Background: an optimization exercise with open tools, aiming at small area. Do not read the settings as production practice.
Only simulation tests tie the RTL to the original design; equivalence was not proved.

==> design/flow/design.v <==
`timescale 1ns/10ps
package rvPkg;
    localparam logic [6:0] opLoad  = 7'b0000011;
    localparam logic [6:0] opImm   = 7'b0010011;
    localparam logic [6:0] opStore = 7'b0100011;
    localparam logic [6:0] opReg   = 7'b0110011;
    typedef logic [3:0] aluOpE;
    localparam logic [3:0] aluAdd = 4'b0000;
    localparam logic [3:0] aluSll = 4'b0001;
    localparam logic [3:0] aluXor = 4'b0100;
    localparam logic [3:0] aluSrl = 4'b0101;
    localparam logic [3:0] aluOr  = 4'b0110;
    localparam logic [3:0] aluAnd = 4'b0111;
    localparam logic [3:0] aluSub = 4'b1000;
    localparam logic [3:0] aluSra = 4'b1101;
    typedef logic wbSrcE;
    localparam logic       wbAlu = 1'b0;
    localparam logic       wbMem = 1'b1;
    typedef struct packed {
        logic             valid;
        logic [32-1:0] word;
    } instrInT;
    typedef struct packed {
        logic                   valid;
        logic                   regWrite;
        logic                   memRead;
        logic                   memWrite;
        wbSrcE                  wbSrc;
        aluOpE                  aluOp;
        logic                   useImm;    
        logic [5-1:0] rd;
        logic [32-1:0]       rs1Val;
        logic [32-1:0]       rs2Val;
        logic [32-1:0]       imm;
    } idExT;
    typedef struct packed {
        logic                   valid;
        logic                   regWrite;
        logic                   memRead;
        logic                   memWrite;
        wbSrcE                  wbSrc;
        logic [5-1:0] rd;
        logic [32-1:0]       aluResult;   
        logic [32-1:0]       storeData;
    } exMemT;
    typedef struct packed {
        logic                   valid;
        logic [5-1:0] rd;
        logic [32-1:0]       data;
    } wbT;
endpackage
`timescale 1ns/10ps
module registerFile (
    input  logic                   clock,
    input  logic                   arstN,
    input  logic [5-1:0] rs1Addr,
    input  logic [5-1:0] rs2Addr,
    output logic [32-1:0]       rs1Data,
    output logic [32-1:0]       rs2Data,
    input  rvPkg::wbT              wr
);
    logic [32-1:0] regs [32];
    always_ff @(posedge clock or negedge arstN) begin
        if (!arstN) begin
            for (int i = 0; i < 32; i++) begin
                regs[i] <= '0;
            end
        end else if (wr.valid && (wr.rd != '0)) begin
            regs[wr.rd] <= wr.data;
        end
    end
    assign rs1Data = regs[rs1Addr];
    assign rs2Data = regs[rs2Addr];
endmodule
`timescale 1ns/10ps
module decodeStage (
    input  logic                   clock,
    input  logic                   arstN,
    input  rvPkg::instrInT         instr,
    output logic [5-1:0] rs1Addr,
    output logic [5-1:0] rs2Addr,
    input  logic [32-1:0]       rs1Data,
    input  logic [32-1:0]       rs2Data,
    output rvPkg::idExT            idEx
);
    logic                   instrValidQ;
    logic [32-1:0]       instrWordQ;
    logic [6:0]             opcode;
    logic [2:0]             funct3;
    logic                   bit30;
    logic [5-1:0] rd;
    logic                   regWrite;
    logic                   memRead;
    logic                   memWrite;
    logic                   wbSrc;
    logic [3:0]             aluOp;
    logic                   useImm;
    logic [32-1:0]       imm;
    logic [3:0]             ctrlQ;    
    rvPkg::idExT            dataQ;    
    function automatic logic [3:0] aluSel(input logic [2:0] f3, input logic alt);
        case (f3)
            3'b000:  aluSel = alt ? rvPkg::aluSub : rvPkg::aluAdd;
            3'b001:  aluSel = rvPkg::aluSll;
            3'b100:  aluSel = rvPkg::aluXor;
            3'b101:  aluSel = alt ? rvPkg::aluSra : rvPkg::aluSrl;
            3'b110:  aluSel = rvPkg::aluOr;
            3'b111:  aluSel = rvPkg::aluAnd;
            default: aluSel = rvPkg::aluAdd;    
        endcase
    endfunction
    always_ff @(posedge clock or negedge arstN) begin
        if (!arstN) begin
            instrValidQ <= 1'b0;
        end else begin
            instrValidQ <= instr.valid;
        end
    end
    always_ff @(posedge clock) begin
        instrWordQ <= instr.word;
    end
    assign opcode  = instrWordQ[6:0];
    assign funct3  = instrWordQ[14:12];
    assign bit30   = instrWordQ[30];
    assign rd      = instrWordQ[11:7];
    assign rs1Addr = instrWordQ[19:15];
    assign rs2Addr = instrWordQ[24:20];
    always_comb begin
        regWrite = 1'b0;
        memRead  = 1'b0;
        memWrite = 1'b0;
        wbSrc    = rvPkg::wbAlu;
        aluOp    = rvPkg::aluAdd;    
        useImm   = 1'b0;
        imm      = {{20{instrWordQ[31]}}, instrWordQ[31:20]};
        case (opcode)
            rvPkg::opLoad: begin
                regWrite = 1'b1;
                memRead  = 1'b1;
                wbSrc    = rvPkg::wbMem;
                useImm   = 1'b1;
            end
            rvPkg::opImm: begin
                regWrite = 1'b1;
                useImm   = 1'b1;
                aluOp    = aluSel(funct3, (funct3 == 3'b101) && bit30);
            end
            rvPkg::opStore: begin
                memWrite = 1'b1;
                useImm   = 1'b1;
                imm      = {{20{instrWordQ[31]}}, instrWordQ[31:25], instrWordQ[11:7]};
            end
            rvPkg::opReg: begin
                regWrite = 1'b1;
                aluOp    = aluSel(funct3, bit30);
            end
            default: ;    
        endcase
    end
    always_ff @(posedge clock or negedge arstN) begin
        if (!arstN) begin
            ctrlQ <= '0;
        end else begin
            ctrlQ <= {instrValidQ,
                      instrValidQ && regWrite && (rd != '0),
                      instrValidQ && memRead,
                      instrValidQ && memWrite};
        end
    end
    always_ff @(posedge clock) begin
        dataQ.wbSrc  <= wbSrc;
        dataQ.aluOp  <= aluOp;
        dataQ.useImm <= useImm;
        dataQ.rd     <= rd;
        dataQ.rs1Val <= rs1Data;
        dataQ.rs2Val <= rs2Data;
        dataQ.imm    <= imm;
    end
    always_comb begin
        idEx          = dataQ;
        idEx.valid    = ctrlQ[3];
        idEx.regWrite = ctrlQ[2];
        idEx.memRead  = ctrlQ[1];
        idEx.memWrite = ctrlQ[0];
    end
endmodule
`timescale 1ns/10ps
module executeStage (
    input  logic         clock,
    input  logic         arstN,
    input  rvPkg::idExT  idEx,
    output rvPkg::exMemT exMem
);
    logic [32-1:0] opB;
    logic [4:0]       shamt;
    logic [32-1:0] aluResult;
    logic [3:0]       ctrlQ;    
    rvPkg::exMemT     dataQ;    
    assign opB   = idEx.useImm ? idEx.imm : idEx.rs2Val;
    assign shamt = opB[4:0];    
    always_comb begin
        case (idEx.aluOp)
            rvPkg::aluAdd: aluResult = idEx.rs1Val + opB;
            rvPkg::aluSub: aluResult = idEx.rs1Val - opB;
            rvPkg::aluAnd: aluResult = idEx.rs1Val & opB;
            rvPkg::aluOr:  aluResult = idEx.rs1Val | opB;
            rvPkg::aluXor: aluResult = idEx.rs1Val ^ opB;
            rvPkg::aluSll: aluResult = idEx.rs1Val << shamt;
            rvPkg::aluSrl: aluResult = idEx.rs1Val >> shamt;
            rvPkg::aluSra: aluResult = $signed(idEx.rs1Val) >>> shamt;
            default:       aluResult = '0;
        endcase
    end
    always_ff @(posedge clock or negedge arstN) begin
        if (!arstN) begin
            ctrlQ <= '0;
        end else begin
            ctrlQ <= {idEx.valid, idEx.regWrite, idEx.memRead, idEx.memWrite};
        end
    end
    always_ff @(posedge clock) begin
        dataQ.wbSrc     <= idEx.wbSrc;
        dataQ.rd        <= idEx.rd;
        dataQ.aluResult <= aluResult;
        dataQ.storeData <= idEx.rs2Val;    
    end
    always_comb begin
        exMem          = dataQ;
        exMem.valid    = ctrlQ[3];
        exMem.regWrite = ctrlQ[2];
        exMem.memRead  = ctrlQ[1];
        exMem.memWrite = ctrlQ[0];
    end
endmodule
`timescale 1ns/10ps
module memoryStage (
    input  logic         clock,
    input  logic         arstN,
    input  rvPkg::exMemT exMem,
    output rvPkg::wbT    wb
);
    localparam int IdxW = $clog2(16);
    logic [32-1:0]       dmem [16];
    logic [IdxW-1:0]        wordIdx;
    logic [32-1:0]       rdData;
    logic                   validQ;
    logic [5-1:0] rdQ;
    logic [32-1:0]       dataQ;
    assign wordIdx = exMem.aluResult[IdxW+1:2];    
    always_ff @(posedge clock) begin
        if (exMem.valid && exMem.memWrite) begin
            dmem[wordIdx] <= exMem.storeData;
        end
    end
    assign rdData = dmem[wordIdx];
    always_ff @(posedge clock or negedge arstN) begin
        if (!arstN) begin
            validQ <= 1'b0;
        end else begin
            validQ <= exMem.valid && exMem.regWrite;
        end
    end
    always_ff @(posedge clock) begin
        rdQ   <= exMem.rd;
        dataQ <= (exMem.wbSrc == rvPkg::wbMem) ? rdData : exMem.aluResult;
    end
    assign wb = {validQ, rdQ, dataQ};
endmodule
`timescale 1ns/10ps
module rvPipeline (
    input  logic           clock,
    input  logic           arstN,
    input  rvPkg::instrInT instr,
    output rvPkg::wbT      wb
);
    logic [5-1:0] rs1Addr;
    logic [5-1:0] rs2Addr;
    logic [32-1:0]       rs1Data;
    logic [32-1:0]       rs2Data;
    rvPkg::idExT            idEx;
    rvPkg::exMemT           exMem;
    registerFile regFile (
        .clock   (clock),
        .arstN   (arstN),
        .rs1Addr (rs1Addr),
        .rs2Addr (rs2Addr),
        .rs1Data (rs1Data),
        .rs2Data (rs2Data),
        .wr      (wb)    
    );
    decodeStage decode (
        .clock   (clock),
        .arstN   (arstN),
        .instr   (instr),
        .rs1Addr (rs1Addr),
        .rs2Addr (rs2Addr),
        .rs1Data (rs1Data),
        .rs2Data (rs2Data),
        .idEx    (idEx)
    );
    executeStage execute (
        .clock (clock),
        .arstN (arstN),
        .idEx  (idEx),
        .exMem (exMem)
    );
    memoryStage memory (
        .clock (clock),
        .arstN (arstN),
        .exMem (exMem),
        .wb    (wb)
    );
endmodule
`timescale 1ns/10ps
module rvCore (
    input  logic                   clock,
    input  logic                   arstN,
    input  logic                   instrValid,
    input  logic [32-1:0]       instrWord,
    output logic                   wbValid,
    output logic [5-1:0] wbRd,
    output logic [32-1:0]       wbData
);
    rvPkg::instrInT instr;
    rvPkg::wbT      wb;
    assign instr = {instrValid, instrWord};
    rvPipeline pipeline (
        .clock (clock),
        .arstN (arstN),
        .instr (instr),
        .wb    (wb)
    );
    assign wbValid = wb.valid;
    assign wbRd    = wb.rd;
    assign wbData  = wb.data;
endmodule
==> design/flow/run.sh <==
#!/bin/bash
# synth_recipe.tcl (not shown) runs the flow's synth.tcl, then flattens the netlist and writes it again
# the make line also repeats each setting of config.mk as NAME=value (left out here)
make -C /OpenROAD-flow-scripts/flow DESIGN_CONFIG=/design/flow/config.mk WORK_HOME=/design/flow/orfs CLKGATE_MAP_FILE= SYNTH_SCRIPT=/design/flow/synth_recipe.tcl finish
==> design/flow/config.mk <==
export PLATFORM = sky130hd
export DESIGN_NAME = rvCore
export DESIGN_NICKNAME = rvCore
export VERILOG_FILES = /design/flow/design.v
export SDC_FILE = /design/flow/constraint.sdc
export NUM_CORES = 4
export LEC_CHECK = 0
export CAP_MARGIN = 20
export CORE_MARGIN = 2
export CORE_UTILIZATION = 40
export SLEW_MARGIN = 20
==> design/flow/constraint.sdc <==
create_clock -name core_clock -period 8.0 [get_ports {clock}]
set_input_delay 1.6000 -clock core_clock [delete_from_list [all_inputs] [get_ports {clock}]]
set_output_delay 1.6000 -clock core_clock [all_outputs]
set_load 0.01 [all_outputs]
==> run summary <==
[worst max-delay path: stages, from the launching register on]
cell      delay, ns
dfxtp_2        0.47
buf_4          0.44
mux2i_4        0.29
buf_4          0.59
ha_1           0.41
nand4_4        0.16
nor4_4         0.29
o211ai_2       0.18
o31ai_4        0.48
nand2_2        0.09
xnor2_1        0.16
ha_1           0.44
nand2_1        0.11
o21ai_0        0.25
nor3_1         0.12
a211oi_1       0.60
o211ai_1       0.22
a211o_1        0.29
nand3_1        0.07
[power breakdown]
part | internal (uW) | switching, uW
combinational | 655 | 1300
sequential | 9440 | 438
clock | 5000 | 3790
total | 15100 | 5520
[placed cells by master, fill, tap and decap left out, types with 98 or more instances in the layout]
master and count:
nor2_1 115, mux2_2 1007, a21oi_1 171, buf_4 173, edfxtp_1 512, dfxtp_1 211, a221oi_1 346, mux4_2 159
nand2_1 155, a22oi_1 328, ha_1 98, a22o_1 321, clkbuf_16 186, mux2i_1 129, nand4_1 136, dfrtp_1 1032
[synth_stat cells (64+ instances only)]
library cell  instances  area share
dfrtp_1            1032        0.31
mux2_2             1007        0.14
edfxtp_1            512        0.19
clkbuf_1            449       0.021
a221oi_1            346       0.037
a22oi_1             328       0.030
a22o_1              321       0.034
dfxtp_1             226       0.055
nor2_1              201      0.0092
a21oi_1             171       0.010
nand2_1             163      0.0075
mux4_2              159       0.044
nand4_1             136       0.010
mux2i_1             129       0.016
ha_1                 98       0.015
nand3_1              93      0.0057
buf_1                79      0.0036
o21ai_0              78      0.0048
inv_1                73      0.0033
o32a_1               64      0.0078
[area by class of cell]
class	count	area (um^2)
Multi-Input combinational cell	3720	34570
Antenna cell	20	50.05
Tap cell	2688	3363
Clock buffer	258	5185
Timing Repair Buffer	251	2152
Sequential cell	1770	45750
Fill cell	18100	111800
Clock inverter	80	944.7
Inverter	81	304.0
[state kept, by name, indices dropped and copies added, names as in the netlist, 3 cells and up]
| signal | cells |
|---|---|
| pipeline.execute.ctrlQ | 3 |
| pipeline.memory.dmem | 512 |
| pipeline.regFile.regs | 1024 |
| pipeline.decode.dataQ | 87 |
| pipeline.decode.instrWordQ | 32 |
| pipeline.execute.dataQ | 70 |
| pipeline.decode.ctrlQ | 3 |
| pipeline.memory.dataQ | 32 |
| pipeline.memory.rdQ | 5 |
[path summary, 6_finish.rpt]
path / startpoint / endpoint / slack (ns)
setup reg to reg: pipeline.decode.dataQ[101]$_DFF_P_ / pipeline.execute.dataQ[63]$_DFF_P_ / 2.25
max in group asynchronous: arstN / pipeline.regFile.regs[1][10]$_DFFE_PN0P_ / 5.56
setup / recovery: pipeline.decode.dataQ[101]$_DFF_P_ / pipeline.execute.dataQ[63]$_DFF_P_ / 2.25
min in group asynchronous: arstN / pipeline.regFile.regs[21][19]$_DFFE_PN0P_ / 0.79
hold / removal: pipeline.decode.dataQ[99]$_DFF_P_ / pipeline.execute.dataQ[67]$_DFF_P_ / 0.33
hold reg to reg: pipeline.decode.dataQ[99]$_DFF_P_ / pipeline.execute.dataQ[67]$_DFF_P_ / 0.33
[cells by family (layout without fill, tap and decap cells)]
logic type                 Yosys count  in the layout  synth area share
DFF                               1770           1770            0.5575
AOI/OAI and AO/OA                 1513           1513            0.1438
and+or+nand+nor                    718            718           0.04342
adders and majority gates           99             99           0.01519
xor gates and xnor gates            55             55          0.005965
buffers and inverters              649            670           0.03069
muxes                             1335           1335            0.2035
other                                0             20                 0
[per-stage QoR]
step,hold WS (ns),setup slack [ns]
floorplan,0.3096,3.125
global placement,0.3102,2.258
detailed placement,0.3139,2.222
CTS,0.3271,2.252
global route,0.3319,1.873
finish,0.3254,2.246
[per-layer routing]
layer,up-vias,GRT usage
met2,5223,0.4607
met1,32080,0.4189
met4,40,0.1925
met5,-,0.01607
met3,1695,0.1313
li1,23890,-
==> results.toml <==
[status]
status = "complete, no violations"

[yosys]
synthesis.nets = 6273
synth_top_flop_cell = "dfrtp_1"
yosysUniqueCellTypes = 90
yosys_warnings = 5
syn_area_per_cell_um2 = 13.36
synth-seq-cells = 1770
netlist_instances = 6139
synth_seq_area_share = 0.5575
synth-edff-count = 512
syn_area_um2 = 82020
synth-async-reset-ratio = 0.5831

[clock_network]
clockBufferDepth = 3
cts_post_setup_buffers_inserted = 0
h-tree-depth = 4
cts.clk_slew.worst_paths_ns = 0.06
cts_buffers = 182
ctsHoldBuffers = 0
insertion_delay_ns = 0.86
cts.sinks = 1770
clockRootBuffer = "clkbuf_16"
cts_resized = 0
cts_tree = "done"

[routing]
finalWirelength_mm = 351.0
route.met3.wl_mm = 49.11
drt-met1-wl_mm = 131.7
drc = 0
num_vias = 62930
first_pass_iters = 7
wl_per_cell_um = 39.58
drtAntennaViolNets = 0
viasPerCell = 7.096
highest_layer = "met5"
drtIter0Drc = 10890
met2_wirelength_mm = 144.4

[power]
report.power.total_uw = 20620
power.leakage_uw = 0.03930
powerDensity_nw_per_um2 = 223.3
ir_drop_uv = 253.6

[cells_and_area]
instances_no_fill = 8868
drive_above_1_share = 0.2927
syn_to_final_growth_pct = 12.56
fin_nets = 6140
postLayoutCoreUtil = 0.4522
post-route-cell-area_um2 = 92320

[critical_path]
worstPathRequired_ns = 8.77
crit_fanout = 45
path_class = "register to register"
arrival_ns = 6.53
reg2reg_depth = 18
crit_path_end_kind = "register"
worstSetupStartpointType = "register"

[floorplan]
rows = 166
io_pins = 73
start_util = 0.4017
core-area_um2 = 204200
die_area_um2 = 208700
die_width_um = 456.8
die_y_um = 456.8

[global_route]
antenna_found_initial = 34
grt_max_degree = 176
grt_usage = 0.3264
grt_pass1_wl_mm = 482.4
grt_remaining_overflow = 0
grt_pass1_vias = 60260

[sta]
final_max_slew_viol_count = 0
rsz0062_at_grt = "no"
fin_crit_sh = 0.7192
slew_headroom = 0.1058
hold_viol = 0
timing.setup.tns_ns = 0
fmax_mhz = 173.8
setup_violations = 0
fin_crit_ns = 5.754
finalClockSkew_ns = 0.03944
tightest_slew_ns = 1.338

[run]
drv_cap = 0

[placed_design]
routabilityCongestion = 0.9736
portBuffers = 72
dp.cells = 8510
place_area_um2 = 86130
dp_hpwl_mm = 191.7

[worst_hold_path]
hold_depth = 0
hold_path.class = "register to register"

==> port drivers added, routing unchanged <==
No port has a modelled driver above. Below, the same layout with a new extraction and two added sets of constraints.
Step 1 assumes that a clkbuf_16 drives the clock port and a buf_2 every other input.
Step 2 also shifts input and output timing later by t, the mid clock arrival at the registers, as if the neighbouring blocks saw the same clock.
Slacks: ideal / step 1 / step 2; pairs: ideal / step 1.
t (ns): 0.942
setup WS [ns]: 2.246 / 2.246 / 2.246
slew at the worst register clock pin (ns): 0.07 / 0.07
After both steps this run still meets setup and hold. The setup slack of this run moves by 0.000 ns with the drivers and by 0.000 ns with both steps.
